This is an optimization exercise on Yosys and OpenROAD, whose aim is small area, a short achievable clock period and few clock cycles, not a production implementation. Only simulation tests tie the RTL to the original design; equivalence was not proved. Power figures rest on the tool's default switching activity, not on a simulated workload.

==> 01-27: inputs <==
## timed_task_dispatcher_unit
module timed_task_dispatcher_unit #(
    parameter int TASK_SLOTS = tdu_pkg::TASK_SLOTS_DEF
) (
    input  logic                        i_clk,
    input  logic                        i_rst_n,
    input  logic                        i_in_valid,
    output logic                        o_in_ready,
    input  logic [113:0]                i_in_data,
    output logic                        o_out_valid,
    input  logic                        i_out_ready,
    output logic [43:0]                 o_out_data,
    input  logic                        psel,
    input  logic                        penable,
    input  logic                        pwrite,
    input  logic [tdu_pkg::PADDR_W-1:0] paddr,
    input  logic [31:0]                 pwdata,
    output logic [31:0]                 prdata,
    output logic                        pready
);
==> flow/config.mk <==
export PLATFORM = sky130hd
export DESIGN_NAME = timed_task_dispatcher_unit
export DESIGN_NICKNAME = timed_task_dispatcher_unit
export VERILOG_FILES = /design/flow/design.v
export SDC_FILE = /design/flow/constraint.sdc
export NUM_CORES = 4
export LEC_CHECK = 0
export CAP_MARGIN = 20
export CORE_MARGIN = 2
export CORE_UTILIZATION = 50
export SETUP_SLACK_MARGIN = 1.0
export SLEW_MARGIN = 30
==> flow/constraint.sdc <==
create_clock -name core_clock -period 10.0 [get_ports {i_clk}]
set_input_delay 2.0000 -clock core_clock [delete_from_list [all_inputs] [get_ports {i_clk}]]
set_output_delay 2.0000 -clock core_clock [all_outputs]
set_load 0.01 [all_outputs]
run.sh (not shown) runs the stock make flow with config.mk's settings and CLKGATE_MAP_FILE= SYNTH_SCRIPT=/design/flow/synth_recipe.tcl, a recipe that flattens the netlist after the stock synthesis.
==> 02-09: changes against 01-27 <==
--- a/flow/design.v
+++ b/flow/design.v
@@ -134,11 +134,10 @@
 );
     localparam int NS = 16;           
     localparam int RD = 2;            
     localparam int G  = 2 * RD;       
     localparam int NB = 8;            
-    localparam int NP = 32 / NB;      
     typedef enum logic [0:0] {S_IDLE, S_RUN} t_state;
     function automatic logic [NS-1:0] lowest(input logic [NS-1:0] m);
         logic [NS-1:0] r;
         logic          f;
         r = '0;
@@ -211,16 +210,11 @@
     logic [31:0]          a_q_q;
     logic [9:0]           a_band_q;
     logic [3:0]           a_lid_q;
     logic [3:0]           a_idx_q;
     logic [NS-1:0]        nd_c_q;
-    logic [NS-1:0]        wr_q;
-    logic [1:0]           nd_wait_q;   
-    logic                 ra_v_q;      
-    logic [NS-1:0]        ra_oh_q;
-    logic [31:0]          ra_due_q;
-    logic [2:0]           nd_pass_q;
+    logic [4:0]           nd_ph_q;     
     logic                 nd_v_q;
     logic                 out_v_q;
     logic [43:0]          out_q;
     logic                 pend_q;      
     logic                 pend_acc_q;
@@ -349,33 +343,24 @@
     assign beat_last  = (n_q == 5'd0) || ({1'b0, m_q} == n_q - 5'd1);
     assign beat_go    = rank_ready && out_free && (!beat_last || nd_v_q);
     logic [NS-1:0] nd_c_n;
     logic          nd_run;
     logic [NS-1:0] ndc, ndz, ndkb;
-    assign nd_run = (st_q == S_RUN) && (todo_q == '0) && !nd_v_q && (nd_wait_q == 2'd0);
+    assign nd_run = (st_q == S_RUN) && (todo_q == '0) && !nd_v_q;
+    logic [NS-1:0] nd_pf;
+    assign nd_pf = ((v_q & ~wr) != '0) ? (v_q & ~wr) : v_q;
     always_comb begin
-        ndkb = '0;
-        if (nd_pass_q == 3'd0) begin
-            ndc = v_q;
-            ndz = ndc & ~wr_q;
-            if (ndz != '0) ndc = ndz;
-        end else begin
-            ndc = nd_c_q;
-        end
+        ndc = nd_c_q;
+        ndz = '0;
         for (int b = 0; b < NB; b++) begin
-            for (int p = 0; p < NS; p++) begin
-                case (nd_pass_q[1:0])
-                    2'd0:    ndkb[p] = due_q[p][31 - b];
-                    2'd1:    ndkb[p] = due_q[p][23 - b];
-                    2'd2:    ndkb[p] = due_q[p][15 - b];
-                    default: ndkb[p] = due_q[p][7 - b];
-                endcase
-            end
+            for (int p = 0; p < NS; p++)
+                ndkb[p] = (nd_ph_q[1] & due_q[p][31 - b]) | (nd_ph_q[2] & due_q[p][23 - b]) |
+                          (nd_ph_q[3] & due_q[p][15 - b]) | (nd_ph_q[4] & due_q[p][7 - b]);
             ndz = ndc & ~ndkb;
             if (ndz != '0) ndc = ndz;
         end
-        nd_c_n = ndc;
+        nd_c_n = nd_ph_q[0] ? nd_pf : ndc;
     end
     logic        push;
     logic [43:0] push_d;
     always_comb begin
         push   = 1'b0;
@@ -396,11 +381,11 @@
     logic [31:0] due_wd;
     logic [31:0] rearm_due, l1_e;
     logic        co_rearm, co_el;
     tdu_add #(.W(32)) u_rearm (.i_a(rd_due), .i_b(rd_ivl), .i_ci(1'b0), .o_s(rearm_due), .o_co(co_rearm));
     tdu_add #(.W(32)) u_el    (.i_a(t_q), .i_b(~rd_due), .i_ci(1'b1), .o_s(l1_e), .o_co(co_el));
-    assign due_wd  = (st_q == S_IDLE) ? i_in_data[104:73] : ra_due_q;
+    assign due_wd  = (st_q == S_IDLE) ? i_in_data[104:73] : rearm_due;
     assign l1_fire = (st_q == S_RUN) && (todo_q != '0) && (!l1_v_q || l1_bypass || (dv_load != 2'b00));
     always_ff @(posedge i_clk) begin
         if (!i_rst_n) begin
             st_q     <= S_IDLE;
             hpl_q    <= tdu_pkg::HPL_RESET;
@@ -411,11 +396,10 @@
             pend_q   <= 1'b0;
             l1_v_q   <= 1'b0;
             dv_v_q   <= 1'b0;
             a_v_q    <= 1'b0;
             todo_q   <= '0;
-            ra_v_q   <= 1'b0;
         end else begin
             if (psel && penable && pwrite) begin
                 if (paddr[2]) tp_q  <= pwdata[15:0];
                 else          hpl_q <= pwdata[7:0];
             end
@@ -450,11 +434,10 @@
                         if (beat_last) st_q <= S_IDLE;
                     end
                 end
                 default: st_q <= S_IDLE;
             endcase
-            ra_v_q <= l1_fire && rd_rep;
             if (l1_fire)                   l1_v_q <= (n_q >= 5'd2);
             else if (l1_bypass || (dv_load != 2'b00)) l1_v_q <= 1'b0;
             for (int u = 0; u < 2; u++) begin
                 if (dv_load[u])     dv_v_q[u] <= 1'b1;
                 else if (dv_gnt[u]) dv_v_q[u] <= 1'b0;
@@ -462,11 +445,11 @@
             a_v_q <= (dv_gnt != 2'b00) || l1_bypass;
         end
     end
     always_ff @(posedge i_clk) begin
         for (int p = 0; p < NS; p++)
-            if ((add_fire && acc_in && p_free[p]) || (ra_v_q && ra_oh_q[p]))
+            if ((add_fire && acc_in && p_free[p]) || (l1_fire && rd_rep && l1_oh_q[p]))
                 due_q[p] <= due_wd;
         if (add_fire && acc_in) begin
             for (int p = 0; p < NS; p++) begin
                 if (p_free[p]) begin
                     tag_q[p] <= i_in_data[112:105];
@@ -494,12 +477,11 @@
             done_q    <= '0;
             nrk_q     <= '0;
             sent_q    <= '0;
             m_q       <= '0;
             nd_v_q    <= 1'b0;
-            nd_pass_q <= '0;
-            nd_wait_q <= (dm == '0) ? 2'd0 : 2'd2;
+            nd_ph_q   <= 5'b00001;
         end else if (l1_fire) begin
             l1_oh_q   <= lowest(todo_q & ~l1_oh_q);
         end
         if (l1_fire) begin
             l1_e_q    <= l1_e;
@@ -549,18 +531,14 @@
                 end
             end
             nrk_q <= nrk_q + 5'd1;
         end
         if (beat_go) sent_q <= sent_q | bsel;
-        wr_q     <= wr;
-        ra_oh_q  <= l1_oh_q;
-        ra_due_q <= rearm_due;
-        if (st_q == S_RUN && todo_q == '0 && nd_wait_q != 2'd0) nd_wait_q <= nd_wait_q - 2'd1;
         if (nd_run) begin
             nd_c_q    <= nd_c_n;
-            nd_pass_q <= nd_pass_q + 3'd1;
-            if (nd_pass_q == 3'(NP - 1)) nd_v_q <= 1'b1;
+            nd_ph_q   <= {nd_ph_q[3:0], 1'b0};
+            if (nd_ph_q[4]) nd_v_q <= 1'b1;
         end
         if (beat_go) m_q <= m_q + 4'd1;
         if (push)    out_q <= push_d;
     end
     assign o_in_ready  = (st_q == S_IDLE) && !pend_q;
--- a/flow/config.mk
+++ b/flow/config.mk
@@ -5,8 +5,9 @@
 export SDC_FILE = /design/flow/constraint.sdc
 export NUM_CORES = 4
 export LEC_CHECK = 0
 export CAP_MARGIN = 20
 export CORE_MARGIN = 2
-export CORE_UTILIZATION = 50
-export SETUP_SLACK_MARGIN = 1.0
+export CORE_UTILIZATION = 60
+export CTS_BUF_LIST = sky130_fd_sc_hd__clkbuf_8
+export SETUP_SLACK_MARGIN = 2.0
 export SLEW_MARGIN = 30
==> 06-04: changes against 01-27 <==
--- a/flow/design.v
+++ b/flow/design.v
@@ -134,11 +134,10 @@
 );
     localparam int NS = 16;           
     localparam int RD = 2;            
     localparam int G  = 2 * RD;       
     localparam int NB = 8;            
-    localparam int NP = 32 / NB;      
     typedef enum logic [0:0] {S_IDLE, S_RUN} t_state;
     function automatic logic [NS-1:0] lowest(input logic [NS-1:0] m);
         logic [NS-1:0] r;
         logic          f;
         r = '0;
@@ -211,16 +210,12 @@
     logic [31:0]          a_q_q;
     logic [9:0]           a_band_q;
     logic [3:0]           a_lid_q;
     logic [3:0]           a_idx_q;
     logic [NS-1:0]        nd_c_q;
-    logic [NS-1:0]        wr_q;
-    logic [1:0]           nd_wait_q;   
-    logic                 ra_v_q;      
-    logic [NS-1:0]        ra_oh_q;
-    logic [31:0]          ra_due_q;
-    logic [2:0]           nd_pass_q;
+    logic [5:0]           nd_ph_q;     
+    logic [NS-1:0]        nd_win_q;    
     logic                 nd_v_q;
     logic                 out_v_q;
     logic [43:0]          out_q;
     logic                 pend_q;      
     logic                 pend_acc_q;
@@ -256,11 +251,11 @@
     logic [NS-1:0] rd_sel;
     logic [31:0]   rd_due, rd_ivl;
     logic [7:0]    rd_pri;
     logic [3:0]    rd_lid;
     logic          rd_rep;
-    assign rd_sel = (todo_q != '0) ? l1_oh_q : lowest(nd_c_q);
+    assign rd_sel = l1_oh_q | nd_win_q;      
     always_comb begin
         rd_due = '0; rd_ivl = '0; rd_pri = '0; rd_lid = '0; rd_rep = 1'b0;
         for (int p = 0; p < NS; p++) begin
             if (rd_sel[p]) begin
                 rd_due = rd_due | due_q[p];
@@ -349,33 +344,24 @@
     assign beat_last  = (n_q == 5'd0) || ({1'b0, m_q} == n_q - 5'd1);
     assign beat_go    = rank_ready && out_free && (!beat_last || nd_v_q);
     logic [NS-1:0] nd_c_n;
     logic          nd_run;
     logic [NS-1:0] ndc, ndz, ndkb;
-    assign nd_run = (st_q == S_RUN) && (todo_q == '0) && !nd_v_q && (nd_wait_q == 2'd0);
+    assign nd_run = (st_q == S_RUN) && (todo_q == '0) && !nd_v_q;
+    logic [NS-1:0] nd_pf;
+    assign nd_pf = ((v_q & ~wr) != '0) ? (v_q & ~wr) : v_q;
     always_comb begin
-        ndkb = '0;
-        if (nd_pass_q == 3'd0) begin
-            ndc = v_q;
-            ndz = ndc & ~wr_q;
-            if (ndz != '0) ndc = ndz;
-        end else begin
-            ndc = nd_c_q;
-        end
+        ndc = nd_c_q;
+        ndz = '0;
         for (int b = 0; b < NB; b++) begin
-            for (int p = 0; p < NS; p++) begin
-                case (nd_pass_q[1:0])
-                    2'd0:    ndkb[p] = due_q[p][31 - b];
-                    2'd1:    ndkb[p] = due_q[p][23 - b];
-                    2'd2:    ndkb[p] = due_q[p][15 - b];
-                    default: ndkb[p] = due_q[p][7 - b];
-                endcase
-            end
+            for (int p = 0; p < NS; p++)
+                ndkb[p] = (nd_ph_q[1] & due_q[p][31 - b]) | (nd_ph_q[2] & due_q[p][23 - b]) |
+                          (nd_ph_q[3] & due_q[p][15 - b]) | (nd_ph_q[4] & due_q[p][7 - b]);
             ndz = ndc & ~ndkb;
             if (ndz != '0) ndc = ndz;
         end
-        nd_c_n = ndc;
+        nd_c_n = nd_ph_q[0] ? nd_pf : ndc;
     end
     logic        push;
     logic [43:0] push_d;
     always_comb begin
         push   = 1'b0;
@@ -396,11 +382,11 @@
     logic [31:0] due_wd;
     logic [31:0] rearm_due, l1_e;
     logic        co_rearm, co_el;
     tdu_add #(.W(32)) u_rearm (.i_a(rd_due), .i_b(rd_ivl), .i_ci(1'b0), .o_s(rearm_due), .o_co(co_rearm));
     tdu_add #(.W(32)) u_el    (.i_a(t_q), .i_b(~rd_due), .i_ci(1'b1), .o_s(l1_e), .o_co(co_el));
-    assign due_wd  = (st_q == S_IDLE) ? i_in_data[104:73] : ra_due_q;
+    assign due_wd  = (st_q == S_IDLE) ? i_in_data[104:73] : rearm_due;
     assign l1_fire = (st_q == S_RUN) && (todo_q != '0) && (!l1_v_q || l1_bypass || (dv_load != 2'b00));
     always_ff @(posedge i_clk) begin
         if (!i_rst_n) begin
             st_q     <= S_IDLE;
             hpl_q    <= tdu_pkg::HPL_RESET;
@@ -411,11 +397,10 @@
             pend_q   <= 1'b0;
             l1_v_q   <= 1'b0;
             dv_v_q   <= 1'b0;
             a_v_q    <= 1'b0;
             todo_q   <= '0;
-            ra_v_q   <= 1'b0;
         end else begin
             if (psel && penable && pwrite) begin
                 if (paddr[2]) tp_q  <= pwdata[15:0];
                 else          hpl_q <= pwdata[7:0];
             end
@@ -450,11 +435,10 @@
                         if (beat_last) st_q <= S_IDLE;
                     end
                 end
                 default: st_q <= S_IDLE;
             endcase
-            ra_v_q <= l1_fire && rd_rep;
             if (l1_fire)                   l1_v_q <= (n_q >= 5'd2);
             else if (l1_bypass || (dv_load != 2'b00)) l1_v_q <= 1'b0;
             for (int u = 0; u < 2; u++) begin
                 if (dv_load[u])     dv_v_q[u] <= 1'b1;
                 else if (dv_gnt[u]) dv_v_q[u] <= 1'b0;
@@ -462,11 +446,11 @@
             a_v_q <= (dv_gnt != 2'b00) || l1_bypass;
         end
     end
     always_ff @(posedge i_clk) begin
         for (int p = 0; p < NS; p++)
-            if ((add_fire && acc_in && p_free[p]) || (ra_v_q && ra_oh_q[p]))
+            if ((add_fire && acc_in && p_free[p]) || (l1_fire && rd_rep && l1_oh_q[p]))
                 due_q[p] <= due_wd;
         if (add_fire && acc_in) begin
             for (int p = 0; p < NS; p++) begin
                 if (p_free[p]) begin
                     tag_q[p] <= i_in_data[112:105];
@@ -494,12 +478,12 @@
             done_q    <= '0;
             nrk_q     <= '0;
             sent_q    <= '0;
             m_q       <= '0;
             nd_v_q    <= 1'b0;
-            nd_pass_q <= '0;
-            nd_wait_q <= (dm == '0) ? 2'd0 : 2'd2;
+            nd_ph_q   <= 6'b000001;
+            nd_win_q  <= '0;
         end else if (l1_fire) begin
             l1_oh_q   <= lowest(todo_q & ~l1_oh_q);
         end
         if (l1_fire) begin
             l1_e_q    <= l1_e;
@@ -549,18 +533,17 @@
                 end
             end
             nrk_q <= nrk_q + 5'd1;
         end
         if (beat_go) sent_q <= sent_q | bsel;
-        wr_q     <= wr;
-        ra_oh_q  <= l1_oh_q;
-        ra_due_q <= rearm_due;
-        if (st_q == S_RUN && todo_q == '0 && nd_wait_q != 2'd0) nd_wait_q <= nd_wait_q - 2'd1;
         if (nd_run) begin
-            nd_c_q    <= nd_c_n;
-            nd_pass_q <= nd_pass_q + 3'd1;
-            if (nd_pass_q == 3'(NP - 1)) nd_v_q <= 1'b1;
+            if (!nd_ph_q[5]) nd_c_q <= nd_c_n;
+            nd_ph_q   <= {nd_ph_q[4:0], 1'b0};
+            if (nd_ph_q[5]) begin
+                nd_win_q <= lowest(nd_c_q);
+                nd_v_q   <= 1'b1;
+            end
         end
         if (beat_go) m_q <= m_q + 4'd1;
         if (push)    out_q <= push_d;
     end
     assign o_in_ready  = (st_q == S_IDLE) && !pend_q;
--- a/flow/config.mk
+++ b/flow/config.mk
@@ -5,8 +5,8 @@
 export SDC_FILE = /design/flow/constraint.sdc
 export NUM_CORES = 4
 export LEC_CHECK = 0
 export CAP_MARGIN = 20
 export CORE_MARGIN = 2
-export CORE_UTILIZATION = 50
-export SETUP_SLACK_MARGIN = 1.0
+export CORE_UTILIZATION = 55
+export SETUP_SLACK_MARGIN = 2.0
 export SLEW_MARGIN = 30
==> comparison table <==
item                                                                         02-09                    06-04                    01-27
Met2 capacity usage during global routing                                    0.663                    0.649                    0.585
Share of synthesized area spent on multiplexers                             0.0284                   0.0262                   0.0320
Most common cell type on the critical path                                 a221o_1                        -                    buf_4
Leakage Power                                                              64.4 nW                  62.7 nW                  64.5 nW
Switching power                                                          0.00837 W                0.00761 W                0.00891 W
Net count of the finished layout                                             15256                    15223                    15455
Placeable core region                                                  243000 um^2              268000 um^2              299000 um^2
FFs & Latches                                                                 2517                     2534                     2582
Flip-flop and latch share of the layout cell area                            0.442                    0.442                    0.438
Final cell count without fillers                                             17100                    17330                    17965
Comb_multi_in                                                                 9183                     9412                     9435
Result of the run                                          complete, no violations  complete, no violations  complete, no violations
Relative contribution of the clock network to total power                    0.335                    0.388                    0.382
Fraction of power spent switching nets                                       0.312                    0.287                    0.300
Testbench counts of 01-27, summed over its fixed seeds: cycles 26,156.
Testbench counts of 02-09, summed over its fixed seeds: cycles 25,982.
Testbench counts of 06-04, summed over its fixed seeds: cycles 26,332.

## re-timing with driven ports
How much do the figures lean on ideal ports? The routed layouts below were timed once more, with nothing changed but the port constraints.
Step 1: set_driving_cell puts a clkbuf_16 on i_clk and a buf_2 on each other input, an assumption about the parent block.
Step 2 moves the port delays by t, midway between the first and last clock arrival at a register: inputs arrive t later, outputs are due t later. That takes back most of the time a late clock gives input paths.
a / b / c = ideal ports / drivers / drivers and shift; a / b = the first two.
| run | t, ns | slack for setup (ns) | hold WS [ns] | latest minus earliest clock arrival (ns) | worst slew at a driven data input, ns |
|---|---|---|---|---|---|
| 01-27 | 1.031 | 1.165 / 1.165 / 1.165 | 0.442 / 0.442 / 0.442 | 0.086 / 0.086 | 0.21 |
| 02-09 | 1.248 | 1.560 / 1.560 / 0.887 | 0.464 / 0.464 / 0.464 | 0.213 / 0.213 | 0.18 |
| 06-04 | 1.044 | 2.036 / 2.036 / 1.091 | 0.464 / 0.464 / 0.464 | 0.110 / 0.110 | 0.52 |
After both steps every run listed still meets setup and hold. For 06-04, which loses most, drivers alone change the setup slack by 0.000 ns; drivers and shift together by -0.945 ns.
